Context: an optimization exercise on an open-source flow, tuned for small area. The choices shown serve that exercise and are no tape-out recipe. RTL that was checked went through simulation tests only; none was proved equivalent to the original. Only the layout flow was run in runs 1 and 2; the RTL was not checked for function there. No activity file was given, so power comes from the tool's default toggle rates.

==> flow/design.v <==
package froggerPkg;
	typedef logic [10-1:0] coord_t;
	typedef enum logic [5:0]
	{
		colWhite      = 6'd0,
		colGreen      = 6'd2,
		colRed        = 6'd3,
		colLightBlue  = 6'd4,
		colYellow     = 6'd5,
		colOrange     = 6'd7,
		colBrown      = 6'd8,
		colPurple     = 6'd9,
		colDarkBlue   = 6'd10,
		colLightGreen = 6'd12,
		colDarkGrey   = 6'd13
	} colorCode_t;
endpackage
`timescale 1ns/1ps
module trafficLane
#(
	parameter [10-1:0] spriteW = 1,
	parameter [0:0] moveLeft = 1'b1,
	parameter [10-1:0] start0  = 0,
	parameter [10-1:0] start1  = 0,
	parameter [10-1:0] start2  = 0,
	parameter [10-1:0] start3  = 0,
	parameter [10-1:0] start4  = 0
)
(
	input  froggerPkg::coord_t phase,
	input  logic signed [10+1:0] drawZ,
	input  logic signed [10+1:0] frogZ,
	output logic   drawHit,
	output logic   frogHit
);
	localparam int numVeh = 5;
	localparam int period = 640 + 1;
	localparam logic [numVeh*10-1:0] startPos = {start4, start3, start2, start1, start0};
	logic [numVeh-1:0] wrapped;
	always_comb
	begin
		for (int i = 0; i < numVeh; i++)
		begin
			if (moveLeft)
				wrapped[i] = phase > startPos[i*10 +: 10];
			else
				wrapped[i] = phase >= 10'(period) - startPos[i*10 +: 10];
		end
	end
	function automatic logic onVehicle(input logic signed [10+1:0] z, input logic [numVeh-1:0] wr);
		int s;
		int sw;
		onVehicle = 1'b0;
		for (int i = 0; i < numVeh; i++)
		begin
			s = int'(startPos[i*10 +: 10]);
			sw = moveLeft ? s + period : s - period;
			onVehicle = onVehicle |
				(!wr[i] && (z >= s) && (z < s + int'(spriteW))) |
				(wr[i] && (z >= sw) && (z < sw + int'(spriteW)));
		end
	endfunction
	assign drawHit = onVehicle(drawZ, wrapped);
	assign frogHit = onVehicle(frogZ, wrapped);
endmodule
`timescale 1ns/1ps
module timeBar
(
	input  logic   clk_4Hz,
	input  logic   arstN,
	input  froggerPkg::coord_t drawX,
	input  froggerPkg::coord_t drawY,
	output logic   barHit
);
	localparam int divW   = $clog2(4);
	localparam int widthW = $clog2(160 + 1);
	logic [divW-1:0]   divCnt;
	logic [widthW-1:0] barWidth;
	always_ff @(posedge clk_4Hz or negedge arstN)
	begin
		if (!arstN)
		begin
			divCnt   <= '0;
			barWidth <= widthW'(160);
		end
		else
		begin
			divCnt <= divCnt + 1'b1;
			if (divCnt == divW'(4 - 1))
				barWidth <= (barWidth == '0) ? widthW'(160) : barWidth - 1'b1;
		end
	end
	logic [10:0] rel;
	logic c;
	logic inBar;
	always_comb
	begin
		rel = {1'b0, drawX} - 430;
		c = 1'b0;
		for (int i = 0; i < widthW; i++)
			c = (~rel[i] & barWidth[i]) | (c & ~(rel[i] ^ barWidth[i]));
		inBar = c && (rel[10:widthW] == '0);
	end
	assign barHit = inBar && (drawY >= 400) && (drawY < 400 + 15);
endmodule
`timescale 1ns/1ps
module hudOverlay
(
	input  froggerPkg::coord_t     drawX,
	input  froggerPkg::coord_t     drawY,
	input  logic [2:0] lives,
	output logic       heartHit,
	output logic       lineHit,
	output logic       waterHit
);
	localparam int numHearts = 3;
	logic [numHearts-1:0] heartVec;
	for (genvar k = 0; k < numHearts; k++)
	begin : genHeart
		localparam froggerPkg::coord_t heartX = 10'(100 + k * 20);
		assign heartVec[k] = (lives > k) && (lives <= 3'd3) &&
			(drawX >= heartX) && (drawX < heartX + 14) &&
			(drawY >= 400) && (drawY < 400 + 12);
	end
	assign heartHit = |heartVec;
	assign lineHit = ((drawY >= 240) && (drawY <= 260)) ||
		((drawY >= 360) && (drawY <= 380));
	assign waterHit = drawY < 240;
endmodule
`timescale 1ns/1ps
module sceneMixer
(
	input  froggerPkg::coord_t     frogX,
	input  froggerPkg::coord_t     frogY,
	input  froggerPkg::coord_t     drawX,
	input  froggerPkg::coord_t     drawY,
	input  logic [4:0] laneDrawHit,
	input  logic       barHit,
	input  logic       heartHit,
	input  logic       lineHit,
	input  logic       waterHit,
	output froggerPkg::colorCode_t colorCode
);
	function automatic logic [10:0] subRipple(input froggerPkg::coord_t a, input froggerPkg::coord_t b);
		logic c;
		c = 1'b1;
		for (int i = 0; i < 10; i++)
		begin
			subRipple[i] = a[i] ^ ~b[i] ^ c;
			c = (a[i] & ~b[i]) | (c & (a[i] ^ ~b[i]));
		end
		subRipple[10] = ~c;
	endfunction
	logic [10:0] dx;
	logic [10:0] dy;
	logic frogBox;
	assign dx = subRipple(drawX, frogX);
	assign dy = subRipple(drawY, frogY);
	assign frogBox = (dx < 17) && (dy < 16);
	always_comb
	begin
		colorCode = froggerPkg::colDarkGrey;
		if (frogBox)
			colorCode = froggerPkg::colLightGreen;
		else if (laneDrawHit[0])
			colorCode = froggerPkg::colRed;
		else if (laneDrawHit[1])
			colorCode = froggerPkg::colYellow;
		else if (laneDrawHit[2])
			colorCode = froggerPkg::colOrange;
		else if (laneDrawHit[3])
			colorCode = froggerPkg::colDarkBlue;
		else if (laneDrawHit[4])
			colorCode = froggerPkg::colBrown;
		else if (lineHit)
			colorCode = froggerPkg::colPurple;
		else if (barHit)
			colorCode = froggerPkg::colGreen;
		else if (heartHit)
			colorCode = froggerPkg::colRed;
		else if (waterHit)
			colorCode = froggerPkg::colLightBlue;
	end
endmodule
`timescale 1ns/1ps
module frogScene
(
	input  logic       clk_4Hz,
	input  logic       arstN,
	input  froggerPkg::coord_t     frogX,
	input  froggerPkg::coord_t     frogY,
	input  froggerPkg::coord_t     drawX,
	input  froggerPkg::coord_t     drawY,
	input  logic [2:0] lives,
	output froggerPkg::colorCode_t colorCode,
	output logic       collision
);
	logic [4:0] laneDrawHit;
	logic [4:0] laneFrogHit;
	logic [4:0] laneDrawX;
	logic [4:0] laneFrogX;
	logic [4:0] drawRow;
	logic [4:0] frogRow;
	logic barHit;
	logic heartHit;
	logic lineHit;
	logic waterHit;
	froggerPkg::coord_t phase;
	always_ff @(posedge clk_4Hz or negedge arstN)
	begin
		if (!arstN)
		begin
			phase     <= '0;
			collision <= 1'b0;
		end
		else
		begin
			phase     <= (phase == 10'(640)) ? '0 : phase + 1'b1;
			collision <= |laneFrogHit;
		end
	end
	function automatic logic [4:0] rowOf(input froggerPkg::coord_t py);
		rowOf[0] = (py >= 342) && (py < 342 + 16);
		rowOf[1] = (py >= 323) && (py < 323 + 14);
		rowOf[2] = (py >= 302) && (py < 302 + 16);
		rowOf[3] = (py >= 284) && (py < 284 + 12);
		rowOf[4] = (py >= 263) && (py < 263 + 14);
	endfunction
	function automatic logic rightRow(input froggerPkg::coord_t py);
		logic [4:0] r;
		r = rowOf(py);
		rightRow = (r[0] && !1'b1) || (r[1] && !1'b0) || (r[2] && !1'b1) ||
			(r[3] && !1'b0) || (r[4] && !1'b1);
	endfunction
	assign drawRow = rowOf(drawY);
	assign frogRow = rowOf(frogY);
	logic signed [10+1:0] drawZ;
	logic signed [10+1:0] frogZ;
	assign drawZ = rightRow(drawY) ? $signed({2'b0, drawX}) - $signed({2'b0, phase}) :
		$signed({2'b0, drawX}) + $signed({2'b0, phase});
	assign frogZ = rightRow(frogY) ? $signed({2'b0, frogX}) - $signed({2'b0, phase}) :
		$signed({2'b0, frogX}) + $signed({2'b0, phase});
	trafficLane #(
		.spriteW(25), .moveLeft(1'b1),
		.start0(440), .start1(400), .start2(280),
		.start3(200), .start4(100)
	) i_fireLane (.phase, .drawZ, .frogZ, .drawHit(laneDrawX[0]), .frogHit(laneFrogX[0]));
	trafficLane #(
		.spriteW(19), .moveLeft(1'b0),
		.start0(440), .start1(400), .start2(300),
		.start3(180), .start4(60)
	) i_busLane (.phase, .drawZ, .frogZ, .drawHit(laneDrawX[1]), .frogHit(laneFrogX[1]));
	trafficLane #(
		.spriteW(23), .moveLeft(1'b1),
		.start0(440), .start1(400), .start2(300),
		.start3(250), .start4(120)
	) i_motoLane (.phase, .drawZ, .frogZ, .drawHit(laneDrawX[2]), .frogHit(laneFrogX[2]));
	trafficLane #(
		.spriteW(28), .moveLeft(1'b0),
		.start0(440), .start1(60), .start2(380),
		.start3(600), .start4(560)
	) i_policeLane (.phase, .drawZ, .frogZ, .drawHit(laneDrawX[3]), .frogHit(laneFrogX[3]));
	trafficLane #(
		.spriteW(25), .moveLeft(1'b1),
		.start0(440), .start1(380), .start2(300),
		.start3(150), .start4(90)
	) i_truckLane (.phase, .drawZ, .frogZ, .drawHit(laneDrawX[4]), .frogHit(laneFrogX[4]));
	assign laneDrawHit = laneDrawX & drawRow;
	assign laneFrogHit = laneFrogX & frogRow;
	timeBar i_timeBar (.clk_4Hz, .arstN, .drawX, .drawY, .barHit);
	hudOverlay i_hudOverlay (.drawX, .drawY, .lives, .heartHit, .lineHit, .waterHit);
	sceneMixer i_sceneMixer (
		.frogX, .frogY, .drawX, .drawY, .laneDrawHit,
		.barHit, .heartHit, .lineHit, .waterHit,
		.colorCode
	);
endmodule
==> flow/run.sh <==
#!/bin/bash
# synth_recipe.tcl (not shown) runs the flow's synth.tcl, then flattens the netlist and writes it again
# the make line also repeats each setting of config.mk as NAME=value (left out here)
make -C /OpenROAD-flow-scripts/flow DESIGN_CONFIG=/design/flow/config.mk WORK_HOME=/design/flow/orfs CLKGATE_MAP_FILE= SYNTH_SCRIPT=/design/flow/synth_recipe.tcl finish
==> flow/config.mk <==
export PLATFORM = sky130hd
export DESIGN_NAME = frogScene
export DESIGN_NICKNAME = frogScene
export VERILOG_FILES = /design/flow/design.v
export SDC_FILE = /design/flow/constraint.sdc
export NUM_CORES = 4
export LEC_CHECK = 0
export CAP_MARGIN = 20
export CORE_MARGIN = 2
export CORE_UTILIZATION = 40
export SLEW_MARGIN = 20
==> flow/constraint.sdc <==
create_clock -name core_clock -period 10.0 [get_ports {clk_4Hz}]
set_input_delay 2.0000 -clock core_clock [delete_from_list [all_inputs] [get_ports {clk_4Hz}]]
set_output_delay 2.0000 -clock core_clock [all_outputs]
set_load 0.01 [all_outputs]
==> flow_results.org, run 1 <==
** Clocking
- Post-CTS setup buffer count :: 0
- Latest clock arrival within the worst-skew pair :: 250 ps
- After clock tree synthesis, the repair step resized 0 gates.
- After clock tree synthesis, the clock-pin slew on the worst setup and hold paths is 60 ps.
- Clock tree root buffer cell :: sky130_fd_sc_hd__clkbuf_16
- Number of buffers created by CTS :: 3
- TritonCTS clock tree :: yes
- Clk sink count :: 21
- Count of hold buffers inserted by post-cts repair :: 0
- Number of H-tree branching levels :: 1
- Buffers from clock root to sink, at most :: 2

** Placed design
- Post-DP HPWL :: 25.0 mm
- Port buffering added 49 buffers.
- Final weighted congestion in routability-driven placement :: 1.05

** Worst setup path
- Arrival time of data at the critical path endpoint :: 7560 ps
- WP data required :: 8000 ps
- Element type at the critical path start :: input pin
- The worst setup path is captured at an output pin.
- Of all nets on the critical path, the largest fanout is 5.
- The critical path is of the input pin to output pin type.

** Synthesis
- Seq/Total Area, Yosys :: 6.68%
- EDFF count, synth :: 0
- Largest family of logic cells by synthesized area :: compound AO/OA/AOI/OAI gates
- In the synthesized netlist, the number of instances is 1118.
- In this run the mean area of a mapped cell was 7.07 sq um.
- Area share of the leading cell type in the synthesized netlist :: 9.50%
- Summing the areas of all compound-gate instances in the mapped netlist gives 34.6% of the synthesized area.
- Share of async-settable or async-resettable flops after synthesis :: 100%
- The largest total area in the synthesized netlist belongs to sky130_fd_sc_hd__ha_1.
- Of the post-synthesis cell area, the part taken by muxes is 2.17%.
- Simple-Gate Fraction of Synth Area :: 30.2%
- Share of synthesized cell area in full adder, half adder and majority cells :: 14.3%
- Most area-consuming cells after synthesis :: sky130_fd_sc_hd__ha_1 9.5%, sky130_fd_sc_hd__dfrtp_1 6.0%, sky130_fd_sc_hd__a21oi_1 5.4%
- Primary FF master, synth :: sky130_fd_sc_hd__dfrtp_1
- Number of distinct library cells after synthesis :: 102
- Summing every instance area after synthesis gives 0.00790 sq mm.
- The synthesized netlist devotes 5.52% of its cell area to XOR and XNOR gates.
- During synthesis, Yosys emitted a total of 8 warnings.
- Counting flops and latches in the post-synthesis netlist gives 21.

** Detailed routing
- Across all layers, the routed design uses 9438 vias.
- DRC violations left :: 0
- The count of nets left with antenna violations once routing finished came out at 0.
- Vias/cell :: 6.67
- After detailed routing, the average wire length per cell comes to 22.4 microns.
- Drt pass-1 iters :: 9
- In this run, the number of DRC markers left after iteration 0 of detailed routing was 1396.
- The routed design has 31.7 mm of wire.

** STA
- Slew at the pin closest to its max-slew limit :: 1110 ps
- Between clock sinks in the finished design, the worst skew comes to 2.53 ps.
- Timing would allow up to 105 MHz.
- The count of final max-slew check failures came to 0.
- Final Hold Fails :: 0
- Final critical-path share of the clock period :: 95.6%
- Setup repair after global routing left no endpoint under its margin.
- Final setup TNS :: 0 ps
- The clock period could shrink to 9560 ps.
- Headroom to the max-slew limit came out at 25.9%.
- Setup violators final :: 0

** Global routing
- The first global-routing pass estimated 49.8 mm of wire.
- The via count of the first global-routing pass came to 8954.
- Global routing used 30.4% of the available tracks.
- Global route overflow :: 0
- Initial antenna violation count :: 1
- Largest net degree at the start of global routing :: 22

** Finish
- Layout net count :: 1274
- In the layout the commonest cells are 101 x sky130_fd_sc_hd__nor2_1, 89 x sky130_fd_sc_hd__nand2_1, 86 x sky130_fd_sc_hd__a21oi_1.
- Diodes inserted :: 0
- In the final layout, the multi-input gates occupy 0.00687 sq mm.
- Cells fill 45.4% of the core in the end.
- Most frequent standard cell in the layout excluding fill and tap cells :: sky130_fd_sc_hd__nor2_1
- Area taken by flip-flops and latches :: 528 sq um
- Compared with the post-synthesis result, the final layout area differs by 11.3%.
- After filler insertion, the fill cell instance count of the layout stands at 2029.
- Share of layout cells above drive strength 1 :: 8.36%

** Floorplan
- Core Box Area :: 0.0194 sq mm
- Floorplan die height :: 145 microns
- Total Die Area :: 0.0209 sq mm
- In this run the core area contains 51 standard-cell rows.
- Initial core utilization :: 40.7%
- Die Width :: 145 microns
- I/O pins :: 52

** Min path
- Type of the tightest min-delay check :: register to register

** Pwr
- For this design the ratio of total power to cell area is 61.4 mW/mm^2.
- VDD sags by at most 57.0 uV.
- Static power due to leakage :: 3.38 nW

** Run
- MaxCap Viol Count :: 0

** Outcome
- The run finished with no timing, DRC or antenna violations.
==> final cells by class <==
type / instances / share of cell area [%]
Multi-Input combinational cell: 976 / 78.1
Timing Repair Buffer: 82 / 8.45
Sequential cell: 21 / 6.00
Tap cell: 265 / 3.77
Inverter: 66 / 2.82
Clock buffer: 3 / 0.853
Clock inverter: 1 / 0.0569
==> flip-flops by register name, indices dropped and copies added, names as in the netlist <==
name,count
collision,1
i_timeBar.barWidth,8
i_timeBar.divCnt,2
phase,10
==> report_power, final <==
group / switching (mW) / leakage [nW] / internal (mW)
sequential: 0.0000241 / 0.252 / 0.0851
clock: 0.0293 / 0.0409 / 0.0536
combinational: 0.244 / 3.08 / 0.128
total: 0.273 / 3.38 / 0.267
==> through the flow <==
step	hold slack (ps)	setup WS, ps	std cells	cell area (sq um)	power [mW]
2_1_floorplan	401	1540	1119	7910	0.321
3_3_place_gp	413	422	1410	8710	0.448
3_5_place_dp	418	388	1410	8710	0.441
4_1_cts	427	388	1414	8790	0.526
5_1_grt	456	17.0	1414	8800	0.573
6_report	425	440	1414	8800	0.540
==> per-layer routing <==
metal | share of wire [%] | wire, microns | up-vias | GRT usage, %
met5 | 0 | 0 | - | 0
met4 | 5.0 | 1590 | 0 | 12.8
met3 | 9.9 | 3140 | 135 | 4.97
met2 | 43 | 13800 | 599 | 47.5
met1 | 42 | 13200 | 4382 | 41.3
li1 | - | - | 4322 | -
==> worst paths after layout <==
path / startpoint / to / slack [ps] / depth (start not counted)
worst max-delay path: frogX[0] / colorCode[1] / 440 / 27
worst min register to register: i_timeBar.divCnt[0]$_DFF_PN0_ / i_timeBar.divCnt[0]$_DFF_PN0_ / 420 / 1
min in group asynchronous: arstN / i_timeBar.barWidth[1]$_DFFE_PN0N_ / 2270 / 1
worst min-delay path: i_timeBar.divCnt[0]$_DFF_PN0_ / i_timeBar.divCnt[0]$_DFF_PN0_ / 420 / 1
max in group asynchronous: arstN / phase[9]$_DFF_PN0_ / 7160 / 1
worst max register to register: phase[2]$_DFF_PN0_ / collision$_DFF_PN0_ / 4580 / 13
==> cell families (layout without fill, tap and decap cells) <==
logic type,count (synthesis),count (layout)
DFF,21,21
other,1,2
and+or+nand+nor,451,451
AOI/OAI and AO/OA,390,390
muxes,14,14
xor gates and xnor gates,40,40
buffers and inverters,122,152
adders and majority gates,79,79
==> worst max-delay path: stages <==
cell and delay (ps):
sky130_fd_sc_hd__clkdlybuf4s50_1 570, sky130_fd_sc_hd__ha_1 190, sky130_fd_sc_hd__inv_1 60, sky130_fd_sc_hd__fa_1 380, sky130_fd_sc_hd__fa_1 390, sky130_fd_sc_hd__fa_1 370, sky130_fd_sc_hd__inv_1 70, sky130_fd_sc_hd__fa_1 160
sky130_fd_sc_hd__inv_1 50, sky130_fd_sc_hd__fa_1 350, sky130_fd_sc_hd__inv_1 80, sky130_fd_sc_hd__fa_1 160, sky130_fd_sc_hd__inv_1 60, sky130_fd_sc_hd__fa_1 350, sky130_fd_sc_hd__inv_1 70, sky130_fd_sc_hd__fa_1 150
sky130_fd_sc_hd__inv_1 50, sky130_fd_sc_hd__fa_1 440, sky130_fd_sc_hd__nor4bb_2 270, sky130_fd_sc_hd__nand4b_1 120, sky130_fd_sc_hd__nor3_1 180, sky130_fd_sc_hd__buf_4 170, sky130_fd_sc_hd__inv_1 50, sky130_fd_sc_hd__nand3_1 70
sky130_fd_sc_hd__o22ai_1 80, sky130_fd_sc_hd__o21bai_1 190, sky130_fd_sc_hd__clkdlybuf4s50_1 490
==> cell usage after synthesis, types with 9 or more instances <==
| cell | n |
|---|---|
| sky130_fd_sc_hd__a211oi_1 | 15 |
| sky130_fd_sc_hd__a21o_1 | 16 |
| sky130_fd_sc_hd__a21oi_1 | 86 |
| sky130_fd_sc_hd__a31oi_1 | 29 |
| sky130_fd_sc_hd__and2_1 | 12 |
| sky130_fd_sc_hd__and3_1 | 18 |
| sky130_fd_sc_hd__buf_2 | 13 |
| sky130_fd_sc_hd__clkbuf_1 | 34 |
| sky130_fd_sc_hd__dfrtp_1 | 19 |
| sky130_fd_sc_hd__fa_1 | 19 |
| sky130_fd_sc_hd__ha_1 | 60 |
| sky130_fd_sc_hd__inv_1 | 65 |
| sky130_fd_sc_hd__mux2i_1 | 9 |
| sky130_fd_sc_hd__nand2_1 | 89 |
| sky130_fd_sc_hd__nand2b_1 | 12 |
| sky130_fd_sc_hd__nand3_1 | 49 |
| sky130_fd_sc_hd__nand4_1 | 21 |
| sky130_fd_sc_hd__nor2_1 | 101 |
| sky130_fd_sc_hd__nor2b_1 | 17 |
| sky130_fd_sc_hd__nor3_1 | 40 |
| sky130_fd_sc_hd__nor4_1 | 18 |
| sky130_fd_sc_hd__o2111ai_1 | 9 |
| sky130_fd_sc_hd__o211ai_1 | 22 |
| sky130_fd_sc_hd__o21a_1 | 16 |
| sky130_fd_sc_hd__o21ai_0 | 62 |
| sky130_fd_sc_hd__o22ai_1 | 9 |
| sky130_fd_sc_hd__o31ai_1 | 11 |
| sky130_fd_sc_hd__xnor2_1 | 23 |
| sky130_fd_sc_hd__xor2_1 | 10 |
==> run 2: changes to the inputs <==
==> flow/flow/run.sh (new file) <==
#!/bin/bash
# Layout flow: the standard ORFS flow, with an area-oriented ABC mapping script in
# synthesis and no separate full/half-adder extraction (ABC maps the adders with the rest).
# Everything after synthesis is the standard flow.
set -euo pipefail
HERE=$(pwd)

# synthesis script: the standard flow's own, with the abc command pointed at our script
{
	head -n 1 synth_recipe.tcl
	cat flow/abc_override.tcl
	tail -n +2 synth_recipe.tcl
} > my_synth.tcl
export MY_ABC_SCRIPT=$HERE/flow/area.abc

bash standard.sh SYNTH_SCRIPT=$HERE/my_synth.tcl ADDER_MAP_FILE= finish > flow.log 2>&1
==> flow/flow/abc_override.tcl (new file) <==
# run abc with the flow's own mapping script
proc abc {args} {
	set i [lsearch -exact $args -script]
	if { $i >= 0 } {
		lset args [expr { $i + 1 }] $::env(MY_ABC_SCRIPT)
	}
	yosys abc {*}$args
}
==> flow/flow/area.abc (new file) <==
strash
ifraig
dc2
dc2
dch -f
amap
topo
stime
==> flow/standard.sh (new file) <==
#!/bin/bash
# synth_recipe.tcl (not shown) runs the flow's synth.tcl, then flattens the netlist and writes it again
# the make line also repeats each setting of config.mk as NAME=value (left out here)
make -C /OpenROAD-flow-scripts/flow DESIGN_CONFIG=/design/flow/config.mk WORK_HOME=/design/flow/orfs CLKGATE_MAP_FILE= SYNTH_SCRIPT=/design/flow/synth_recipe.tcl "${@:-finish}"
removed: flow/run.sh
==> run 2 against run 1 <==
Effect of this change: register-to-register slack got worse by 1600 ps; global-route usage grew 7.5 points; wire length is 7.3% lower; critical path depth grew 1; cell count fell by 0.42%; sequential share of layout area up 1.1 points; worst hold slack better by 41 ps; still clean; critical endpoint is now colorCode[3]; clock power increased by 5.9%; non-clock buffer count rose by 63; total power fell by 5.7%.
==> flow_results.org, run 2 <==
** Synthesis
- During synthesis, Yosys emitted a total of 8 warnings.
- Summing every instance area after synthesis gives 0.00577 sq mm.
- Yosys mapped a number of flops with a built-in enable equal to 0.
- Most used standard cell by instance count after synthesis :: sky130_fd_sc_hd__nor2_1
- In the synthesized netlist the async set-or-reset flop fraction comes to 100%.
- Primary FF master, synth :: sky130_fd_sc_hd__dfrtp_1
- In this run, synthesis produced a sequential element count of 21.
- Mean area per synthesized cell :: 5.34 sq um
- By count the netlist is led by 290 x sky130_fd_sc_hd__nor2_1, 146 x sky130_fd_sc_hd__clkinv_1, 100 x sky130_fd_sc_hd__nand2_1.
- Area share of the leading cell type in the synthesized netlist :: 18.9%
- Synthesized instance count :: 1080
- Sequential elements use 9.15% of the synthesized area.
- Yosys attributes the largest share of cell area to sky130_fd_sc_hd__nor2_1 19%, sky130_fd_sc_hd__clkinv_1 9.5%, sky130_fd_sc_hd__o21ai_0 8.5%.
- In this run, distinct cell masters in the synthesized netlist total 48.
- Library cell with the largest summed area after synthesis :: sky130_fd_sc_hd__nor2_1

** Finish
- Leaving out fill and tap cells, the most frequent cells in the layout are 287 x sky130_fd_sc_hd__nor2_1, 142 x sky130_fd_sc_hd__clkinv_1, 100 x sky130_fd_sc_hd__nand2_1.
- The area growth from synthesis to layout is 28.1%.
- Most frequent standard cell in the layout excluding fill and tap cells :: sky130_fd_sc_hd__nor2_1
- Layout net count :: 1274
- Share of layout cells above drive strength 1 :: 10.5%
- Diodes inserted :: 0
- For this run, the number of standard cells in the final layout without fillers is 1408.
- Register with the most flip-flops :: phase
- Largest register FFs :: 10
- Registers with the most flip-flops :: phase (10), i_timeBar.barWidth (8), i_timeBar.divCnt (2)

** STA
- Final setup skew :: 5.51 ps
- Maximum operating frequency :: 103 MHz
- Slew at the pin closest to its max-slew limit :: 982 ps
- Slew Limit Headroom :: 32.9%
- Setup violators final :: 0
- The number of hold violations in the final report came to 0.
- Final worst path period need :: 9710 ps
- Final critical-path share of the clock period :: 97.1%
- The count of final max-slew check failures is 0.

** Worst setup path
- Arrival time of data at the critical path endpoint :: 7710 ps
- The cell that appears most often on the critical path is sky130_fd_sc_hd__o22ai_2.
- Crit. End Element :: output pin
- Slowest cell on the critical path :: sky130_fd_sc_hd__clkdlybuf4s50_1
- Type of the setup path with the least slack :: input pin to output pin
- The worst setup path is launched from an input pin.
- Critical Path Fanout Max :: 9
- WP data required :: 8000 ps
- Maximum cell stage delay along the critical path :: 530 ps

** Clocking
- TritonCTS built the clock tree.
- Counting the buffers created by CTS gives 3.
- After clock tree synthesis, the clock-pin slew on the worst setup and hold paths is 60 ps.
- For this design, the sink count on the clock tree is 21.
- Counting along the longest clock path gives a buffer depth of 2.
- Clock tree synthesis selected as its root buffer the cell sky130_fd_sc_hd__clkbuf_16.
- Post-CTS setup buffer count :: 0
- At the later pin of the worst-skew pair, clock insertion delay measures 260 ps.
- In this run the number of H-tree levels came out at 1.

** Global routing
- After global routing the overflow that remains totals 0.
- Global routing met2 resource utilization :: 59.2%
- First-pass GRT wire length :: 44.9 mm
- The via count of the first global-routing pass is 8298.
- Met1 usage :: 48.8%
- The layer flagged by global routing as most heavily used is met2.
- For this run, global-route usage on met3 was measured as 7.42%.
- Global routing used 37.9% of the available tracks.
- Largest net degree at the start of global routing :: 22
- Initial antenna violation count :: 0

** Pwr
- Power spread over the standard cell area amounts to 68.9 mW/mm^2.
- Power, Total :: 509 uW
- IR analysis of the VDD net gives a maximum drop of 116 uV.
- For this design the static power due to leakage is 2.65 nW.

** Detailed routing
- Remaining antenna violation count :: 0
- Summed over all layers, the routed wires come to 29.4 mm.
- After detailed routing, the number of remaining DRC violations is 0.
- For this block, the via count after detailed routing is 9165.
- After the first detailed-routing iteration, the DRC count stood at 1216.
- The first detailed-routing pass took 8 iterations.
- Vias/cell :: 6.51
- Routed length per instance :: 20.8 microns

** Floorplan
- Core Box Area :: 0.0140 sq mm
- The die is 124 microns tall.
- The die is 124 microns wide.
- Number of rows in the core area :: 43
- I/O pins :: 52
- Once the floorplan was initialized, standard cells occupied 41.2% of the core.
- The die covers 0.0154 sq mm.

** Min path
- Type of the tightest min-delay check :: register to register

** Placed design
- After legalization and detailed placement, the total HPWL measured 23.9 mm.
- Final weighted congestion in routability-driven placement :: 1.09
- Number of port buffers :: 49
- After detailed placement, the design holds a cell count of 1404.

** Run
- MaxCap Viol Count :: 0

** Outcome
- Status :: complete, no violations
==> run 2: routing by layer <==
layer	vias up	share of wire, %
met5	-	0
met4	0	6.2
met3	138	11
met2	695	43
met1	4088	39
li1	4244	-
==> run 2: cell type report <==
type	instances	area [sq um]
Multi-Input combinational cell	912	4790
Clock buffer	3	75.1
Clock inverter	1	7.51
Tap cell	180	225
Sequential cell	21	528
Timing Repair Buffer	145	1210
Fill cell	1487	6600
Inverter	146	548
==> run 2: metrics by stage <==
| stage | setup TNS, ps | instance area [sq um] | hold WS [ps] | setup slack, ps | util [%] |
|---|---|---|---|---|---|
| global route | -75.0 | 7390 | 482 | -38.3 | 52.8 |
| detailed placement | 0 | 7190 | 456 | 78.3 | 51.4 |
| CTS | 0 | 7280 | 469 | 55.8 | 52.0 |
| floorplan | 0 | 5770 | 440 | 1220 | - |
| finish | 0 | 7390 | 466 | 289 | 52.8 |
| global placement | 0 | 7190 | 447 | 153 | 51.4 |
==> run 2: cells by family after synthesis <==
group,count (synthesis),synth area share [%]
buffers and inverters,148,9.76
flip-flops,21,9.15
XOR/XNOR,1,0.152
AO/OA/AOI/OAI,349,38.4
AND/OR/NAND/NOR,560,42.5
other,1,0.0650
==> run 2: critical path, delay by kind of cell <==
kind / cells / cell delay [ps]
compound gates: 13 / 2180
simple gates: 10 / 2030
buf+inv: 5 / 1500
==> run 2: path summary, 6_finish.rpt <==
path / from / endpoint / slack [ps] / depth (start not counted)
max: drawX[1] / colorCode[3] / 290 / 28
min: i_timeBar.divCnt[0]$_DFF_PN0_ / i_timeBar.divCnt[0]$_DFF_PN0_ / 470 / 1
max reg2reg: phase[2]$_DFF_PN0_ / collision$_DFF_PN0_ / 3010 / 27
min reg2reg: i_timeBar.divCnt[0]$_DFF_PN0_ / i_timeBar.divCnt[0]$_DFF_PN0_ / 470 / 1
max in group asynchronous: arstN / i_timeBar.barWidth[7]$_DFFE_PN1N_ / 7940 / 1
min in group asynchronous: arstN / i_timeBar.barWidth[4]$_DFFE_PN0N_ / 1700 / 1
==> run 2: repair_timing <==
item | 4_1_cts | 5_1_grt
resized for setup | 0 | 33
setup endpoints to repair | 0 | 4
hold buffers | 0 | 0
==> run 2: report_power, final <==
part           switching [mW]  internal, mW
sequential          0.0000413        0.0852
clock                  0.0336        0.0542
combinational           0.217         0.120
==> run 3: changes to the inputs <==
--- a/flow/design.v
+++ b/flow/design.v
@@ -29,6 +29,6 @@
 (
 	input  froggerPkg::coord_t phase,
-	input  logic signed [10+1:0] drawZ,
-	input  logic signed [10+1:0] frogZ,
+	input  logic [10:0] drawZ,
+	input  logic [10:0] frogZ,
 	output logic   drawHit,
 	output logic   frogHit
@@ -48,15 +48,17 @@
 		end
 	end
-	function automatic logic onVehicle(input logic signed [10+1:0] z, input logic [numVeh-1:0] wr);
-		int s;
-		int sw;
+	function automatic logic onVehicle(input logic [10:0] z, input logic [numVeh-1:0] wr);
+		logic [10:0] s;
+		logic [10:0] sw;
+		logic near;
 		onVehicle = 1'b0;
 		for (int i = 0; i < numVeh; i++)
 		begin
-			s = int'(startPos[i*10 +: 10]);
-			sw = moveLeft ? s + period : s - period;
+			s = {1'b0, startPos[i*10 +: 10]};
+			sw = s + period;
+			near = moveLeft ? !wr[i] : wr[i];
 			onVehicle = onVehicle |
-				(!wr[i] && (z >= s) && (z < s + int'(spriteW))) |
-				(wr[i] && (z >= sw) && (z < sw + int'(spriteW)));
+				(near && (z >= s) && (z < s + spriteW)) |
+				(!near && (z >= sw) && (z < sw + spriteW));
 		end
 	endfunction
@@ -235,10 +237,10 @@
 	assign drawRow = rowOf(drawY);
 	assign frogRow = rowOf(frogY);
-	logic signed [10+1:0] drawZ;
-	logic signed [10+1:0] frogZ;
-	assign drawZ = rightRow(drawY) ? $signed({2'b0, drawX}) - $signed({2'b0, phase}) :
-		$signed({2'b0, drawX}) + $signed({2'b0, phase});
-	assign frogZ = rightRow(frogY) ? $signed({2'b0, frogX}) - $signed({2'b0, phase}) :
-		$signed({2'b0, frogX}) + $signed({2'b0, phase});
+	froggerPkg::coord_t phaseR;
+	logic [10:0] drawZ;
+	logic [10:0] frogZ;
+	assign phaseR = 10'(640 + 1) - phase;
+	assign drawZ = drawX + (rightRow(drawY) ? phaseR : phase);
+	assign frogZ = frogX + (rightRow(frogY) ? phaseR : phase);
 	trafficLane #(
 		.spriteW(25), .moveLeft(1'b1),
--- a/flow/flow/run.sh
+++ b/flow/flow/run.sh
@@ -14,3 +14,3 @@
 export MY_ABC_SCRIPT=$HERE/flow/area.abc
 
-bash standard.sh SYNTH_SCRIPT=$HERE/my_synth.tcl ADDER_MAP_FILE= finish > flow.log 2>&1
+bash standard.sh SYNTH_SCRIPT=$HERE/my_synth.tcl ADDER_MAP_FILE= "BUFFER_PORTS_ARGS=-buffer_cell sky130_fd_sc_hd__buf_1" finish > flow.log 2>&1
--- a/flow/config.mk
+++ b/flow/config.mk
@@ -8,4 +8,6 @@
 export CAP_MARGIN = 20
 export CORE_MARGIN = 2
-export CORE_UTILIZATION = 40
+export CORE_UTILIZATION = 60
+export GPL_TIMING_DRIVEN = 0
+export PLACE_DENSITY = 0.7
 export SLEW_MARGIN = 20
==> run 3 against run 2 <==
Effect of this change: core utilization is 17 points higher; critical path depth up 5; combinational power shrank 27%; still clean on timing, DRC and antenna; critical path type unchanged.
==> flow_results.org, run 3 <==
** Outcome
- Status :: complete, no violations

** Floorplan
- The floorplan step set the die width to 99.0 microns.
- The die covers 0.00981 sq mm.
- The floorplan has 34 rows.
- Floorplan die height :: 99.0 microns
- I/O pins :: 52
- The core region is 0.00872 sq mm.
- For this configuration, the core starts out at a cell density of 62.2%.

** Placed design
- Once detailed placement completed, the half-perimeter wirelength came to 17.6 mm.
- Number of port buffers :: 49
- Cell area reported after detailed placement :: 0.00578 sq mm
- Placement Setup Slack :: -632 ps
- Routability-driven placement finished with a final weighted congestion of 1.18.

** Pwr
- In this run the power density over the cells is 63.5 mW/mm^2.
- Maximum VDD drop :: 118 uV
- For this design the static power due to leakage is 2.01 nW.
- Overall power consumption after layout is estimated at 385 uW.

** Synthesis
- Library cell with the largest summed area after synthesis :: sky130_fd_sc_hd__nor2_1
- Seq/Total Area, Yosys :: 9.74%
- EDFF count, synth :: 0
- Share of async-settable or async-resettable flops after synthesis :: 100%
- During synthesis, Yosys emitted a total of 8 warnings.
- Area share of the leading cell type in the synthesized netlist :: 16.8%
- Synthesis inferred 21 register bits.
- Counting instances in the post-synthesis netlist gives the leading cell types as 242 x sky130_fd_sc_hd__nor2_1, 141 x sky130_fd_sc_hd__clkinv_1, 105 x sky130_fd_sc_hd__nand2_1.
- Mean area per synthesized cell :: 5.39 sq um
- Primary FF master, synth :: sky130_fd_sc_hd__dfrtp_1
- After synthesis, the cell types taking the most area are sky130_fd_sc_hd__nor2_1 17%, sky130_fd_sc_hd__clkinv_1 9.8%, sky130_fd_sc_hd__o21ai_0 9.1%.
- Among all cell types in the netlist, the one instantiated most often is sky130_fd_sc_hd__nor2_1.
- The cell count after synthesis came out at 1006.
- The mapped netlist covers 0.00542 sq mm.
- The synthesized netlist contains 49 unique library cells.

** Worst setup path
- Maximum cell stage delay along the critical path :: 600 ps
- The slowest stage of the critical path belongs to the cell sky130_fd_sc_hd__or4_1.
- Element type at the critical path start :: input pin
- The startpoint identified for the worst register-to-register timing path is phase[1]$_DFF_PN0_.
- Arrival time of data at the critical path endpoint :: 7710 ps
- Of all nets on the critical path, the largest fanout is 9.
- Cell seen most often among critical-path stages :: sky130_fd_sc_hd__nand2_1
- The worst setup path is captured at an output pin.
- Tracing the worst setup path back leads to its startpoint at drawY[4].
- The critical path is of the input pin to output pin type.
- WP data required :: 8000 ps

** Global routing
- The via count of the first global-routing pass was 7329.
- Global-route total usage across every layer :: 43.5%
- First-pass GRT wire length :: 35.1 mm
- Global route overflow :: 0
- Initial antenna violation count :: 0
- Entering global routing, the biggest net connects 22 pins.

** STA
- Final setup TNS :: 0 ps
- The worst pin sits at a relative slew slack of 20.7%.
- Setup slack closes at 293 ps.
- Maximum operating frequency :: 103 MHz
- At the pin with the least slew margin, the transition time is 1180 ps.
- Number of slew-limit violations in the final report :: 0
- Dividing the final minimum period by the clock period gives 97.1%.
- The number of hold violations in the final report is 0.
- Final worst path period need :: 9710 ps
- Setup violations remaining at the end of the flow were counted as 0.
- Final setup skew :: 9.53 ps
- Setup repair after global routing could not meet its margin everywhere.

** Run
- MaxCap Viol Count :: 0

** Detailed routing
- Vias after detailed routing :: 8402
- DRC violations left :: 0
- In this run the remaining antenna-violating nets after routing total 0.
- Routed length per instance :: 19.2 microns
- In the routed layout, each cell is associated on average with a via count of 7.13.
- The final layout contains routed wiring with a total length of 22.6 mm.
- The first detailed-routing pass took 9 iterations.
- DRT iter0 DRCs :: 1188

** Clocking
- Number of buffers created by CTS :: 3
- TritonCTS built the clock tree.
- Count of hold buffers inserted by post-cts repair :: 0
- Post-CTS clock slew at the launch and capture registers of the worst setup and hold paths :: 80 ps
- CTS built an H-tree with a depth of 1.
- Clk sink count :: 21
- In this run the clock root is driven by a sky130_fd_sc_hd__clkbuf_8.
- Buffers from clock root to sink, at most :: 2
- For the worst-skew pair, the clock arrives at the later sink with an insertion delay of 260 ps.

** Finish
- Share of layout cells above drive strength 1 :: 4.95%
- Layout net count :: 1116
- The number of antenna diodes in the final layout is 0.
- Fillers :: 780
- Area growth from synthesis to layout :: 11.7%
- In the layout the commonest cells are 234 x sky130_fd_sc_hd__nor2_1, 137 x sky130_fd_sc_hd__clkinv_1, 104 x sky130_fd_sc_hd__nand2_1.
- Design area :: 0.00606 sq mm
- Registers with the most flip-flops :: phase (10), i_timeBar.barWidth (8), i_timeBar.divCnt (2)
- Most frequent standard cell in the layout excluding fill and tap cells :: sky130_fd_sc_hd__nor2_1
- Largest register FFs :: 10
- phase holds more flip-flops than any other register.

** Min path
- Launch point of the worst hold path :: i_timeBar.divCnt[0]$_DFF_PN0_
- The worst hold path belongs to the class register to register.
run 3: changes by cell type after synthesis, sizes merged, moves of 8 or more:
| cell | delta |
|---|---|
| o2111ai | +9 |
| nor3 | +10 |
| or4 | -8 |
| o311ai | -8 |
| a21oi | -14 |
| nor2 | -48 |
| nor4 | -12 |
run 3: kinds of logic after synthesis:
logic type,after synthesis,synth area share (%)
AO/OA/AOI/OAI,330,38.8
XOR/XNOR,1,0.162
buffers and inverters,143,10.0
flip-flops,21,9.74
other,1,0.0692
AND/OR/NAND/NOR,510,41.2
run 3: final cells by class:
cell class	count	area, sq um	share of cell area (%)
Inverter	141	532	8.78
Clock inverter	1	7.51	0.124
Tap cell	108	135	2.23
Clock buffer	3	41.3	0.682
Timing Repair Buffer	59	264	4.36
Sequential cell	21	528	8.72
Multi-Input combinational cell	843	4530	74.9
Buffer	2	15.0	0.248
run 3: critical path, delay by kind of cell:
family	cells	cell delay, ps
simple gates	20	3070
compound gates	8	1830
buf+inv	5	790
run 3: report_power, final:
part           total [mW]  switching, mW  internal, mW  leakage [nW]
combinational       0.244          0.177        0.0678          1.74
clock              0.0553         0.0271        0.0281        0.0217
sequential         0.0850      0.0000249        0.0850         0.252
total               0.385          0.204         0.181          2.01
run 3: worst paths after layout:
check | endpoint | slack (ps) | cells after the start
worst min-delay path | i_timeBar.divCnt[0]$_DFF_PN0_ | 480 | 1
min in group asynchronous | i_timeBar.divCnt[0]$_DFF_PN0_ | 1690 | 1
max in group asynchronous | i_timeBar.barWidth[5]$_DFFE_PN1N_ | 7960 | 1
worst max-delay path | colorCode[1] | 290 | 33
worst min register to register | i_timeBar.divCnt[0]$_DFF_PN0_ | 480 | 1
worst max register to register | collision$_DFF_PN0_ | 3830 | 27
run 3: per-stage QoR:
| stage | cells | utilization [%] | hold slack [ps] |
|---|---|---|---|
| final | 1178 | 69.4 | 479 |
| after CTS | 1169 | 67.2 | 483 |
| after detailed placement | 1165 | 66.2 | 459 |
| after global placement | 1164 | 65.9 | 449 |
| after floorplan | 1007 | - | 440 |
| after global routing | 1178 | 69.4 | 509 |
run 3: metal layers:
metal / part of all wire, % / global-route usage (%) / up-vias
met5: 0 / 0 / -
met4: 9.0 / 30.0 / 0
met3: 16 / 11.7 / 223
met2: 40 / 63.7 / 815
met1: 36 / 55.3 / 3576
li1: - / - / 3788
run 3: repair_timing:
item	4_1_cts	5_1_grt
endpoints found under the setup margin	4	4
pin swaps	0	3
setup buffers	0	9
resized for setup	11	32
==> run 4: changes to the inputs <==
--- a/flow/flow/run.sh
+++ b/flow/flow/run.sh
@@ -1,6 +1,3 @@
 #!/bin/bash
-# Layout flow: the standard ORFS flow, with an area-oriented ABC mapping script in
-# synthesis and no separate full/half-adder extraction (ABC maps the adders with the rest).
-# Everything after synthesis is the standard flow.
 set -euo pipefail
 HERE=$(pwd)
==> flow/flow/area.abc (replaced) <==
strash
ifraig
&get -n
&deepsyn -T 120
&put
dch -f
amap
topo
stime
--- a/flow/config.mk
+++ b/flow/config.mk
@@ -11,3 +11,4 @@
 export GPL_TIMING_DRIVEN = 0
 export PLACE_DENSITY = 0.7
+export SETUP_SLACK_MARGIN = 0.3
 export SLEW_MARGIN = 20
==> run 4 against run 3 <==
Effect of this change: largest power group unchanged; synthesized cell count fell by 8.3%; flip-flop and latch count did not move; core utilization rose by 2.8 points; critical path type unchanged; sequential share of layout area rose by 0.59 points; combinational power rose by 23%; clock skew fell by 0.84 ps; worst hold slack improved by 12 ps; sequential power barely moved; critical path depth rose by 1.
==> flow_results.org, run 4 <==
** Clocking
- Number of buffers created by CTS :: 3
- TritonCTS built the clock tree.
- The later pin in the worst-skew pair is clocked with a latency of 260 ps.
- After clock tree synthesis, the flow added hold-fix buffers numbering 0.
- Number of H-tree branching levels :: 1
- Post-CTS clock slew at the launch and capture registers of the worst setup and hold paths :: 70 ps
- No sink is reached through more buffers than the 2 on the longest clock path.
- Clk sink count :: 21
- The tree is rooted in a sky130_fd_sc_hd__clkbuf_8.

** Finish
- Final cell count without fillers :: 1095
- Most frequent standard cell in the layout excluding fill and tap cells :: sky130_fd_sc_hd__nor2_1
- Largest register FFs :: 10
- Diodes inserted :: 0
- Summing all multi-input logic gate instances after layout gives 0.00407 sq mm.
- In the final layout, the share of cells above drive strength 1 is 9.06%.
- In the final layout, flip-flops and latches occupy 528 sq um.
- The register with the most flip-flops in the final layout is phase.
- Layout net count :: 1039
- The finished cells cover 0.00567 sq mm.
- The library cells used most frequently in the layout, excluding fill and tap cells, are 242 x sky130_fd_sc_hd__nor2_1, 137 x sky130_fd_sc_hd__clkinv_1, 79 x sky130_fd_sc_hd__nand2_1.
- Post-route core utilization :: 72.2%
- The largest registers in the layout are phase (10), i_timeBar.barWidth (8), i_timeBar.divCnt (2).
- Relative to the synthesized area, the layout overhead comes to 15.4%.
- The filler cells instantiated in the layout total 662.

** Synthesis
- Library cell with the largest summed area after synthesis :: sky130_fd_sc_hd__nor2_1
- In this run, synthesis inferred 0 flip-flops with an integrated enable.
- Summed over its instances, the top area cell type makes up 19.0% of the synthesized netlist area.
- Post-synthesis register bit count :: 21
- Yosys instantiated no cell more often than sky130_fd_sc_hd__nor2_1.
- Post-synth top cells :: 248 x sky130_fd_sc_hd__nor2_1, 148 x sky130_fd_sc_hd__clkinv_1, 98 x sky130_fd_sc_hd__o21ai_0
- For this run, the number of Yosys warnings is 8.
- For this run, asynchronously set or reset flops after synthesis account for 100%.
- Most area-consuming cells after synthesis :: sky130_fd_sc_hd__nor2_1 19%, sky130_fd_sc_hd__clkinv_1 11%, sky130_fd_sc_hd__o21ai_0 10%
- Synth Cell Area :: 0.00491 sq mm
- Synthesis handed over a netlist of 922 instances.
- The share of the Yosys chip area taken by registers is 10.8%.
- Mean area per synthesized cell :: 5.33 sq um
- Synthesis instantiated 48 different standard cells from the library.
- Primary FF master, synth :: sky130_fd_sc_hd__dfrtp_1

** Floorplan
- Die Width :: 94.5 microns
- I/O pins :: 52
- The region available for standard cell placement spans 0.00785 sq mm.
- Total Die Area :: 0.00892 sq mm
- In this run the core area contains 32 standard-cell rows.
- Floorplan die height :: 94.5 microns
- Once the floorplan was initialized, standard cells occupied 62.6% of the core.

** Pwr
- Power density relative to cell area :: 77.5 mW/mm^2
- The analysis attributes to cell leakage a power of 1.96 nW.
- Power share of the clock group :: 12.7%
- The completed layout was analyzed and its total power is 440 uW.
- Maximum VDD drop :: 102 uV
- Portion of total power attributed to combinational logic :: 68.0%
- Cell internal power was estimated by the tool at 200 uW.
- Sequential share of power :: 19.3%
- Switching pwr :: 239 uW
- Switching share of total power :: 54.5%

** Worst setup path
- Critical Path Fanout Max :: 10
- Slowest cell on the critical path :: sky130_fd_sc_hd__o21ai_2
- Element type at the critical path start :: input pin
- Worst reg2reg path startpoint :: phase[1]$_DFF_PN0_
- WP data required :: 8000 ps
- Arrival time of data at the critical path endpoint :: 7800 ps
- Tracing the worst setup path back leads to its startpoint at drawY[4].
- Crit. End Element :: output pin
- For the worst flop-to-flop path, the logic depth is 32.
- Among the stages of the critical path, the cell type that occurs most often is sky130_fd_sc_hd__o21ai_2.
- The critical path is of the input pin to output pin type.
- Maximum cell stage delay along the critical path :: 420 ps

** STA
- The count of final max-slew check failures was 0.
- Of the available clock period, the critical path in the final layout requires 98.0%.
- Maximum operating frequency :: 102 MHz
- Final worst path period need :: 9800 ps
- Setup violations remaining at the end of the flow were counted as 0.
- RSZ-0062 raised after global routing :: yes
- Slew at the pin closest to its max-slew limit :: 1130 ps
- Headroom to the max-slew limit came out at 24.2%.
- Summed over all failing endpoints, the final setup total negative slack is 0 ps.
- Final setup skew :: 8.69 ps
- The number of hold violations in the final report was 0.

** Global routing
- For met3 alone, demand over resource in global routing was 16.8%.
- Entering global routing, the biggest net connects 22 pins.
- Global routing finished with a remaining overflow of 0.
- Most Used Layer, Global Route :: met2
- Global routing used 59.6% of the available met1 tracks.
- The via count of the first global-routing pass is 6782.
- Initial antenna violation count :: 0
- First-pass GRT wire length :: 34.0 mm
- Global-route total usage across every layer :: 48.1%
- For met2 alone, demand over resource in global routing was 72.5%.

** Detailed routing
- Detailed routing inserted a total of 7702 vias.
- Routed length per instance :: 19.9 microns
- Drt pass-1 iters :: 12
- Dividing the detail-routed via count by the number of cells gives 7.03.
- Remaining antenna violation count :: 0
- The routed design has 21.7 mm of wire.
- After detailed routing, the number of remaining DRC violations is 0.
- The detailed router finished its first iteration with 1152 violations.

** Placed design
- Cell area reported after detailed placement :: 0.00523 sq mm
- Final weighted congestion in routability-driven placement :: 1.18
- Including well taps, the total number of placed cells is 1075.
- Post-DP HPWL :: 16.3 mm
- During placement, the flow inserted port buffers numbering 49.

** Run
- MaxCap Viol Count :: 0

** Min path
- In this run the most critical hold path is launched from i_timeBar.divCnt[0]$_DFF_PN0_.
- The min-delay analysis places its worst path in the category register to register.
- Hold path depth :: 1

** Outcome
- Status :: complete, no violations
==> run 4: final timing paths <==
| check | endpoint | slack (ps) |
|---|---|---|
| max in group asynchronous | i_timeBar.barWidth[3]$_DFFE_PN0N_ | 7920 |
| min reg2reg | i_timeBar.divCnt[0]$_DFF_PN0_ | 490 |
| max | colorCode[3] | 200 |
| max reg2reg | collision$_DFF_PN0_ | 2990 |
| min | i_timeBar.divCnt[0]$_DFF_PN0_ | 490 |
| min in group asynchronous | i_timeBar.barWidth[6]$_DFFE_PN0N_ | 1710 |
==> run 4: logic make-up (layout without fill, tap and decap cells) <==
kind of cell,after synthesis,in the layout,share of synthesized area [%]
AND/OR/NAND/NOR,439,439,37.7
AO/OA/AOI/OAI,311,311,39.8
other,1,2,0.0764
buffers and inverters,150,220,11.6
flip-flops,21,21,10.8
==> run 4: layout make-up <==
type,instances,area share [%]
multi-input combinational,752,71.8
timing repair buffer,66,5.67
buffer,2,0.265
clock buffer,4,0.795
tap,102,2.25
inverter,148,9.89
sequential,21,9.31
==> run 4: per-stage QoR <==
stage	hold WS (ps)	worst slack, ps
CTS	496	324
finish	491	199
detailed placement	478	-1820
global placement	456	-1720
global route	511	-5.66
floorplan	443	539
==> run 4: repair_timing <==
action | 4_1_cts | 5_1_grt
pin swaps | 6 | 7
resized for setup | 50 | 45
setup buffers | 7 | 8
setup endpoints to repair | 4 | 5
==> run 4: routing by layer <==
metal  wire length, microns  share of wire [%]  up-vias
met3                   3540                 16      240
met5                      0                  0        -
met2                   8820                 41      757
met4                   1890                8.7        0
li1                       -                  -     3436
met1                   7500                 35     3269
==> run 4: power by group through the flow <==
| stage | clock network [mW] | logic, mW | registers, mW |
|---|---|---|---|
| floorplan | 0 | 0.169 | 0.0868 |
| global placement | 0 | 0.244 | 0.0867 |
| detailed placement | 0 | 0.246 | 0.0867 |
| CTS | 0.0563 | 0.260 | 0.0850 |
| global route | 0.0610 | 0.316 | 0.0850 |
| finish | 0.0557 | 0.299 | 0.0850 |
==> run 4: critical path: cells and delay by family <==
family          cells  cell delay (ps)
compound gates     22             3860
buf+inv             5              960
simple gates        7              940
==> run 5: changes to the inputs <==
--- a/flow/design.v
+++ b/flow/design.v
@@ -77,12 +77,14 @@
 	localparam int divW   = $clog2(4);
 	localparam int widthW = $clog2(160 + 1);
-	logic [divW-1:0]   divCnt;
-	logic [widthW-1:0] barWidth;
+	localparam int endMax = 430 + 160 - 512;
+	localparam int endMin = 430 - 512;
+	logic [divW-1:0]     divCnt;
+	logic signed [widthW-1:0] barEnd;
 	always_ff @(posedge clk_4Hz or negedge arstN)
 	begin
 		if (!arstN)
 		begin
-			divCnt   <= '0;
-			barWidth <= widthW'(160);
+			divCnt <= '0;
+			barEnd <= widthW'(endMax);
 		end
 		else
@@ -90,19 +92,11 @@
 			divCnt <= divCnt + 1'b1;
 			if (divCnt == divW'(4 - 1))
-				barWidth <= (barWidth == '0) ? widthW'(160) : barWidth - 1'b1;
-		end
-	end
-	logic [10:0] rel;
-	logic c;
-	logic inBar;
-	always_comb
-	begin
-		rel = {1'b0, drawX} - 430;
-		c = 1'b0;
-		for (int i = 0; i < widthW; i++)
-			c = (~rel[i] & barWidth[i]) | (c & ~(rel[i] ^ barWidth[i]));
-		inBar = c && (rel[10:widthW] == '0);
-	end
-	assign barHit = inBar && (drawY >= 400) && (drawY < 400 + 15);
+				barEnd <= (barEnd == widthW'(endMin)) ? widthW'(endMax) : barEnd - 1'b1;
+		end
+	end
+	logic signed [10-1:0] xRel;
+	assign xRel = {~drawX[10-1], drawX[10-2:0]};
+	assign barHit = (drawX >= 430) && (xRel < barEnd) &&
+		(drawY >= 400) && (drawY < 400 + 15);
 endmodule
 `timescale 1ns/1ps
@@ -231,7 +225,6 @@
 	function automatic logic rightRow(input froggerPkg::coord_t py);
 		logic [4:0] r;
-		r = rowOf(py);
-		rightRow = (r[0] && !1'b1) || (r[1] && !1'b0) || (r[2] && !1'b1) ||
-			(r[3] && !1'b0) || (r[4] && !1'b1);
+		r = py[6:2];
+		rightRow = ((r >= 5'd6) && (r <= 5'd10)) || ((r >= 5'd16) && (r <= 5'd20));
 	endfunction
 	assign drawRow = rowOf(drawY);
==> run 5 against run 4 <==
Effect of this change: still clean on timing, DRC and antenna; register-to-register slack better by 860 ps; clock-buffer cell count unchanged; total power up 1.7%; synthesized cell count down 2.4%; combinational power up 3%; critical path depth up 6; die area down 1.6%; sequential share of layout area about the same; non-clock buffer count up 1; maximum frequency up 1.4%; critical path type unchanged; largest cell class unchanged; largest power group unchanged.
==> flow_results.org, run 5 <==
** Pwr
- Power density relative to cell area :: 78.9 mW/mm^2
- IR analysis of the VDD net gives a maximum drop of 84.7 uV.
- Static power due to leakage :: 1.93 nW

** STA
- In the finished design, the share of the clock period the worst path needs comes to 96.7%.
- The clock arrives with 3.39 ps of skew.
- Derived from the worst setup path, the maximum achievable clock frequency is 103 MHz.
- Setup violations remaining at the end of the flow were counted as 0.
- Setup repair after global routing left no endpoint under its margin.
- Slew Limit Headroom :: 11.1%
- The number of hold violations in the final report was 0.
- Number of slew-limit violations in the final report :: 0
- Final worst path period need :: 9670 ps
- In the final timing run, aggregate negative setup slack is 0 ps.
- Slew at the pin closest to its max-slew limit :: 1320 ps

** Worst setup path
- In this run the critical register-to-register path is launched from phase[1]$_DFF_PN0_.
- At the worst endpoint, the arrival time is 7670 ps.
- Critical Path Start :: drawY[3]
- By startpoint and endpoint, the worst setup path is classified as input pin to output pin.
- Element type at the critical path start :: input pin
- WP data required :: 8000 ps
- On the critical path, the stage with the largest delay is an instance of sky130_fd_sc_hd__a21oi_4.
- In this design, the stage delay of the slowest critical-path cell is 370 ps.
- Counting cells, the worst reg-to-reg path comes to 20.
- Crit. End Element :: output pin
- Minimum setup slack among reg-to-reg paths :: 3850 ps
- The endpoint identified for the worst register-to-register timing path is collision$_DFF_PN0_.
- Critical Path Fanout Max :: 8
- Among the stages of the critical path, the cell type that occurs most often is sky130_fd_sc_hd__nand2_2.

** Global routing
- Global routing finished with a remaining overflow of 0.
- Global routing used 47.7% of the available tracks across all layers.
- Largest net degree at the start of global routing :: 22
- The initial antenna violation count is 0.
- The first global-routing pass estimated 33.3 mm of wire.
- The via count of the first global-routing pass was 6861.

** Detailed routing
- DRC violations left :: 0
- Vias/cell :: 7.34
- Drt pass-1 iters :: 15
- In this run, the number of DRC markers left after iteration 0 of detailed routing was 1469.
- For this block, the routed nets add up to 21.8 mm of wire.
- Summing over every cut layer, the via total after detailed routing is 7885.
- Remaining antenna violation count :: 0
- In the final routed layout, each cell accounts on average for 20.3 microns.

** Synthesis
- Number of distinct library cells after synthesis :: 45
- Summing every instance area after synthesis gives 0.00483 sq mm.
- Number of warnings issued by yosys :: 8
- In this run, synthesis produced a sequential element count of 21.
- Mean area per synthesized cell :: 5.36 sq um
- Most area-consuming cells after synthesis :: sky130_fd_sc_hd__nor2_1 18%, sky130_fd_sc_hd__clkinv_1 11%, sky130_fd_sc_hd__o21ai_0 11%
- Among all flip-flop cells after synthesis, the most frequent one is sky130_fd_sc_hd__dfrtp_1.
- Post-synth top cells :: 227 x sky130_fd_sc_hd__nor2_1, 143 x sky130_fd_sc_hd__clkinv_1, 105 x sky130_fd_sc_hd__o21ai_0
- Of the synthesized area, sequential elements account for 11.0%.
- After technology mapping, the gate count stands at 900.
- Share of async-settable or async-resettable flops after synthesis :: 100%
- Yosys mapped a number of flops with a built-in enable equal to 0.
- Most used standard cell by instance count after synthesis :: sky130_fd_sc_hd__nor2_1
- Library cell with the largest summed area after synthesis :: sky130_fd_sc_hd__nor2_1
- The top cell type by area accounts for 17.7% of the synthesized area.

** Finish
- Highest-count cells in the layout ignoring fill and taps :: 217 x sky130_fd_sc_hd__nor2_1, 129 x sky130_fd_sc_hd__clkinv_1, 88 x sky130_fd_sc_hd__o21ai_0
- Final cell count without fillers :: 1074
- Diodes inserted :: 0
- Area growth from synthesis to layout :: 17.4%
- Register with the most flip-flops :: phase
- Registers with the most flip-flops :: phase (10), i_timeBar.barEnd (8), i_timeBar.divCnt (2)
- Layout net count :: 1018
- The register with the most flip-flops in the layout has 10 of them.
- In the final layout, the share of cells above drive strength 1 is 10.4%.
- Fillers :: 657
- The library cell used most frequently in the layout, excluding fill and tap cells, is sky130_fd_sc_hd__nor2_1.

** Clocking
- Buffers inserted to repair hold after CTS numbered 0.
- After clock tree synthesis, the clock-pin slew on the worst setup and hold paths is 70 ps.
- In this run, CTS created clock tree buffers numbering 3.
- At the later pin of the worst-skew pair, clock insertion delay measures 260 ps.
- Clock tree synthesis found a total of 21 sinks.
- The tree is rooted in a sky130_fd_sc_hd__clkbuf_8.
- No sink is reached through more buffers than the 2 on the longest clock path.
- TritonCTS built the clock tree.
- CTS built an H-tree with a depth of 1.

** Min path
- Along the worst hold path, the cell count comes to 1.
- In this run the worst hold path is classified as register to register.
- The worst hold path begins at i_timeBar.divCnt[0]$_DFF_PN0_.
- Hold path endpoint :: i_timeBar.divCnt[0]$_DFF_PN0_

** Placed design
- Once detailed placement completed, the half-perimeter wirelength came to 16.1 mm.
- After detailed placement, the design holds a cell count of 1053.
- Final weighted congestion in routability-driven placement :: 1.22
- Number of port buffers :: 49

** Floorplan
- In this run the vertical extent of the chip is 93.7 microns.
- The core region is 0.00777 sq mm.
- I/O pins :: 52
- The initial utilization of the core area, before any placement, comes to 62.1%.
- Die Width :: 93.7 microns
- The die covers 0.00878 sq mm.
- Number of rows in the core area :: 32

** Run
- Across the run, the number of max-cap violations was 0.

** Outcome
- The run finished with no timing, DRC or antenna violations.
run 5: cell types whose count changed after synthesis, sizes merged, moves of 6 or more:
cell / previous run / this run
nor2: 248 / 227
nor4: 22 / 10
nand2: 83 / 92
a31oi: 18 / 25
o21ai: 98 / 105
a21oi: 70 / 64
a311oi: 1 / 7
run 5: worst max path at each step:
stage / to / slack (ps) / cells after the start
final: colorCode[0] / 330 / 40
after global routing: colorCode[2] / 60 / 43
after CTS: colorCode[2] / 340 / 40
after detailed placement: colorCode[3] / -1880 / 37
after global placement: colorCode[2] / -1960 / 36
after floorplan: colorCode[3] / 470 / 31
run 5: cells by family (layout without fill, tap and decap cells):
group,after synthesis,count (layout),synth area share (%)
flops,21,21,11.0
compound gates,318,318,41.5
simple gates,415,415,36.0
other cells,1,2,0.0777
buf+inv,145,216,11.4
run 5: final cells by class:
cell class	count	area [sq um]	share of cell area [%]
tap	102	128	2.25
multi-input combinational	735	4060	71.6
timing repair buffer	67	332	5.85
buffer	2	15.0	0.265
inverter	143	561	9.89
sequential	21	531	9.36
clock buffer	4	45.0	0.795
run 5: timing repair:
item                                    4_1_cts  5_1_grt
endpoints found under the setup margin        4        4
buffers inserted                              5       12
pin swaps                                    12       24
resized for setup                            61       50
run 5: per-layer routing:
| layer | global-route usage (%) | vias to the layer above | wire length [microns] | part of all wire [%] |
|---|---|---|---|---|
| met4 | 30.3 | 0 | 2100 | 9.6 |
| met5 | 0 | - | 0 | 0 |
| met3 | 14.4 | 275 | 3650 | 17 |
| met1 | 60.2 | 3401 | 7440 | 34 |
| li1 | - | 3368 | - | - |
| met2 | 70.3 | 841 | 8620 | 39 |
run 5: critical path, delay by kind of cell:
family                 cells  cell delay [ps]
buffers and inverters      7              710
AND/OR/NAND/NOR           19             2520
AO/OA/AOI/OAI             14             2420
run 5: power breakdown:
part | internal (mW) | total, mW | switching (mW) | leakage, nW
sequential | 0.0851 | 0.0851 | 0.0000535 | 0.245
clock | 0.0284 | 0.0552 | 0.0268 | 0.0228
combinational | 0.0898 | 0.307 | 0.217 | 1.66
total | 0.203 | 0.447 | 0.244 | 1.93
run 5: stage by stage:
| step | cell area (sq um) | worst slack, ps | total power [mW] | util, % | hold WS [ps] |
|---|---|---|---|---|---|
| after global routing | 5670 | 64.9 | 0.467 | 73.0 | 499 |
| after floorplan | 4830 | 469 | 0.250 | - | 440 |
| after CTS | 5410 | 339 | 0.400 | 69.7 | 474 |
| final | 5670 | 334 | 0.447 | 73.0 | 470 |
| after global placement | 5140 | -1960 | 0.325 | 66.2 | 449 |
| after detailed placement | 5150 | -1880 | 0.328 | 66.3 | 457 |
==> run 6: changes to the inputs <==
--- a/flow/config.mk
+++ b/flow/config.mk
@@ -9,4 +9,6 @@
 export CORE_MARGIN = 2
 export CORE_UTILIZATION = 60
+export CTS_CLUSTER_DIAMETER = 200
+export CTS_CLUSTER_SIZE = 30
 export GPL_TIMING_DRIVEN = 0
 export PLACE_DENSITY = 0.7
==> run 6 against run 5 <==
Effect of this change: flip-flop and latch count did not move; core utilization is the same; maximum frequency unchanged; sequential share of layout area stayed put; cell count did not move; total power did not move; critical path depth unchanged.
==> flow_results.org, run 6 <==
** Synthesis
- Seq/Total Area, Yosys :: 11.0%
- sky130_fd_sc_hd__nor2_1 is the most common cell in the netlist.
- Share of async-settable or async-resettable flops after synthesis :: 100%
- Counting flops with a built-in enable in the synthesized netlist gives 0.
- Primary FF master, synth :: sky130_fd_sc_hd__dfrtp_1
- The synthesized netlist devotes 0% of its cell area to adder and majority cells.
- Synthesized instance count :: 900
- Synth Cell Area :: 0.00483 sq mm
- For this run, the number of Yosys warnings is 8.
- Each instance of the synthesized netlist takes up on average 5.36 sq um.
- Library cell with the largest summed area after synthesis :: sky130_fd_sc_hd__nor2_1
- Counting flops and latches in the post-synthesis netlist gives 21.
- Summing the areas of all compound-gate instances in the mapped netlist gives 41.5% of the synthesized area.
- Xor/xnor cell area share of the yosys netlist :: 0%
- In the synthesized netlist, mux cells make up 0% of the area.

** Floorplan
- The die is 93.7 microns tall.
- Once the floorplan was initialized, standard cells occupied 62.1% of the core.
- Total Die Area :: 0.00878 sq mm
- From left edge to right edge, the die measures 93.7 microns.

** Worst setup path
- Slowest cell on the critical path :: sky130_fd_sc_hd__a21oi_4
- At the worst endpoint, the required time is 8000 ps.
- STA classifies the critical path startpoint as an input pin.
- Of all nets on the critical path, the largest fanout is 8.
- STA classifies the critical path endpoint as an output pin.
- The number of buffers and inverters on the critical path is 7.

** STA
- Final setup TNS :: 0 ps
- Final Hold Fails :: 0
- Hold slack final :: 470 ps
- The smallest clock period supported by the final layout is computed as 9670 ps.
- The final critical path takes up 96.7% of the cycle.
- Final setup skew :: 3.39 ps
- The count of final max-slew check failures was 0.
- Setup repair after global routing left no endpoint under its margin.
- In this run the tightest slew margin relative to its limit is 11.1%.
- Setup violators final :: 0
- Timing would allow up to 103 MHz.

** Detailed routing
- Vias/cell :: 7.34
- Total length of routed wires :: 21.8 mm
- The detailed router finished its first iteration with 1469 violations.
- Routed length per instance :: 20.3 microns

** Clocking
- Count of hold buffers inserted by post-cts repair :: 0
- Number of buffers created by CTS :: 3
- Clock tree synthesis found a total of 21 sinks.
- CTS built an H-tree with a depth of 1.
- TritonCTS clock tree :: yes
- Post-CTS clock slew at the launch and capture registers of the worst setup and hold paths :: 70 ps
- The longest clock path from root to sink contains 2 buffers.
- The tree is rooted in a sky130_fd_sc_hd__clkbuf_8.

** Finish
- Summing all flip-flop and latch instances after layout gives 531 sq um.
- Registers with the most flip-flops :: phase (10), i_timeBar.barEnd (8), i_timeBar.divCnt (2)
- Highest-count cells in the layout ignoring fill and taps :: 217 x sky130_fd_sc_hd__nor2_1, 129 x sky130_fd_sc_hd__clkinv_1, 88 x sky130_fd_sc_hd__o21ai_0
- Register with the most flip-flops :: phase
- 0 antenna diodes ended up in the layout.
- Once layout is complete, the utilization of the core stands at 73.0%.
- Area occupied by multi-input gates :: 0.00406 sq mm
- The finished cells cover 0.00567 sq mm.
- Area growth from synthesis to layout :: 17.4%

** Global routing
- Initial antenna violation count :: 0
- Vias in the first global route :: 6861
- First-pass GRT wire length :: 33.3 mm
- Across every metal layer, demand over resource in global routing totals 47.7%.

** Placed design
- Final weighted congestion in routability-driven placement :: 1.22
- In this run the cell area measured after placement is 0.00515 sq mm.
- After legalization and detailed placement, the total HPWL measured 16.1 mm.
- Before CTS, the worst setup slack after placement is -1880 ps.

** Run
- MaxCap Viol Count :: 0

** Pwr
- IR analysis of the VDD net gives a maximum drop of 84.7 uV.
- Power density relative to cell area :: 78.9 mW/mm^2
- Static power due to leakage :: 1.93 nW

** Min path
- Type of the tightest min-delay check :: register to register

** Outcome
- Status :: complete, no violations
run 6: cell counts in the layout (fill, tap and decap cells not counted):
Identical to the previous run, type by type.
run 6: layout make-up:
cell class	instances	share of cell area [%]
plain buffers	2	0.265
clock buffers	4	0.795
inverters	143	9.89
multi-input cells	735	71.6
flip-flops and latches	21	9.36
well taps	102	2.25
repair buffers	67	5.85
run 6: worst register-to-register path, stage by stage (launching register included):
cell and delay (ps):
sky130_fd_sc_hd__dfrtp_1 440, sky130_fd_sc_hd__nor2_1 300, sky130_fd_sc_hd__nand2_1 140, sky130_fd_sc_hd__nor2_1 210, sky130_fd_sc_hd__nor2_1 130, sky130_fd_sc_hd__o22a_1 200
sky130_fd_sc_hd__o21ai_0 300, sky130_fd_sc_hd__o21ai_0 160, sky130_fd_sc_hd__o21ai_0 1050, sky130_fd_sc_hd__clkinv_1 410, sky130_fd_sc_hd__nor2_1 380, sky130_fd_sc_hd__nor2_1 200
sky130_fd_sc_hd__clkinv_1 110, sky130_fd_sc_hd__nand2_1 120, sky130_fd_sc_hd__a31oi_1 230, sky130_fd_sc_hd__a22oi_1 100, sky130_fd_sc_hd__a2111oi_1 930, sky130_fd_sc_hd__a311oi_1 120
sky130_fd_sc_hd__o21ai_0 220, sky130_fd_sc_hd__nand2b_1 110, sky130_fd_sc_hd__nor4b_1 180
run 6: what timing repair did:
item                       CTS  global route
setup endpoints to repair    4             4
buffers inserted             5            12
pin swaps                   12            24
gates resized for setup     61            50
run 6: power by group:
part	switching (mW)	internal [mW]	total, mW
Combinational	0.217	0.0898	0.307
Clock	0.0268	0.0284	0.0552
Sequential	0.0000535	0.0851	0.0851
run 6: final timing paths:
check | startpoint | to | slack, ps | cells past startpoint
min in group asynchronous | arstN | i_timeBar.divCnt[0]$_DFF_PN0_ | 1690 | 1
setup reg to reg | phase[1]$_DFF_PN0_ | collision$_DFF_PN0_ | 3850 | 20
setup / recovery | drawY[3] | colorCode[0] | 330 | 40
max in group asynchronous | arstN | i_timeBar.barEnd[1]$_DFFE_PN1N_ | 7950 | 1
hold reg to reg | i_timeBar.divCnt[0]$_DFF_PN0_ | i_timeBar.divCnt[0]$_DFF_PN0_ | 470 | 1
hold / removal | i_timeBar.divCnt[0]$_DFF_PN0_ | i_timeBar.divCnt[0]$_DFF_PN0_ | 470 | 1
run 6: cell families after synthesis:
logic type,after synthesis
buf+inv,145
compound gates,318
other cells,1
flops,21
simple gates,415
run 6: routing by layer:
metal | GRT usage, % | routed length [microns] | share of wire, % | vias up
li1 | - | - | - | 3368
met5 | 0 | 0 | 0 | -
met4 | 30.3 | 2100 | 9.6 | 0
met3 | 14.4 | 3650 | 17 | 275
met2 | 70.3 | 8620 | 39 | 841
met1 | 60.2 | 7440 | 34 | 3401
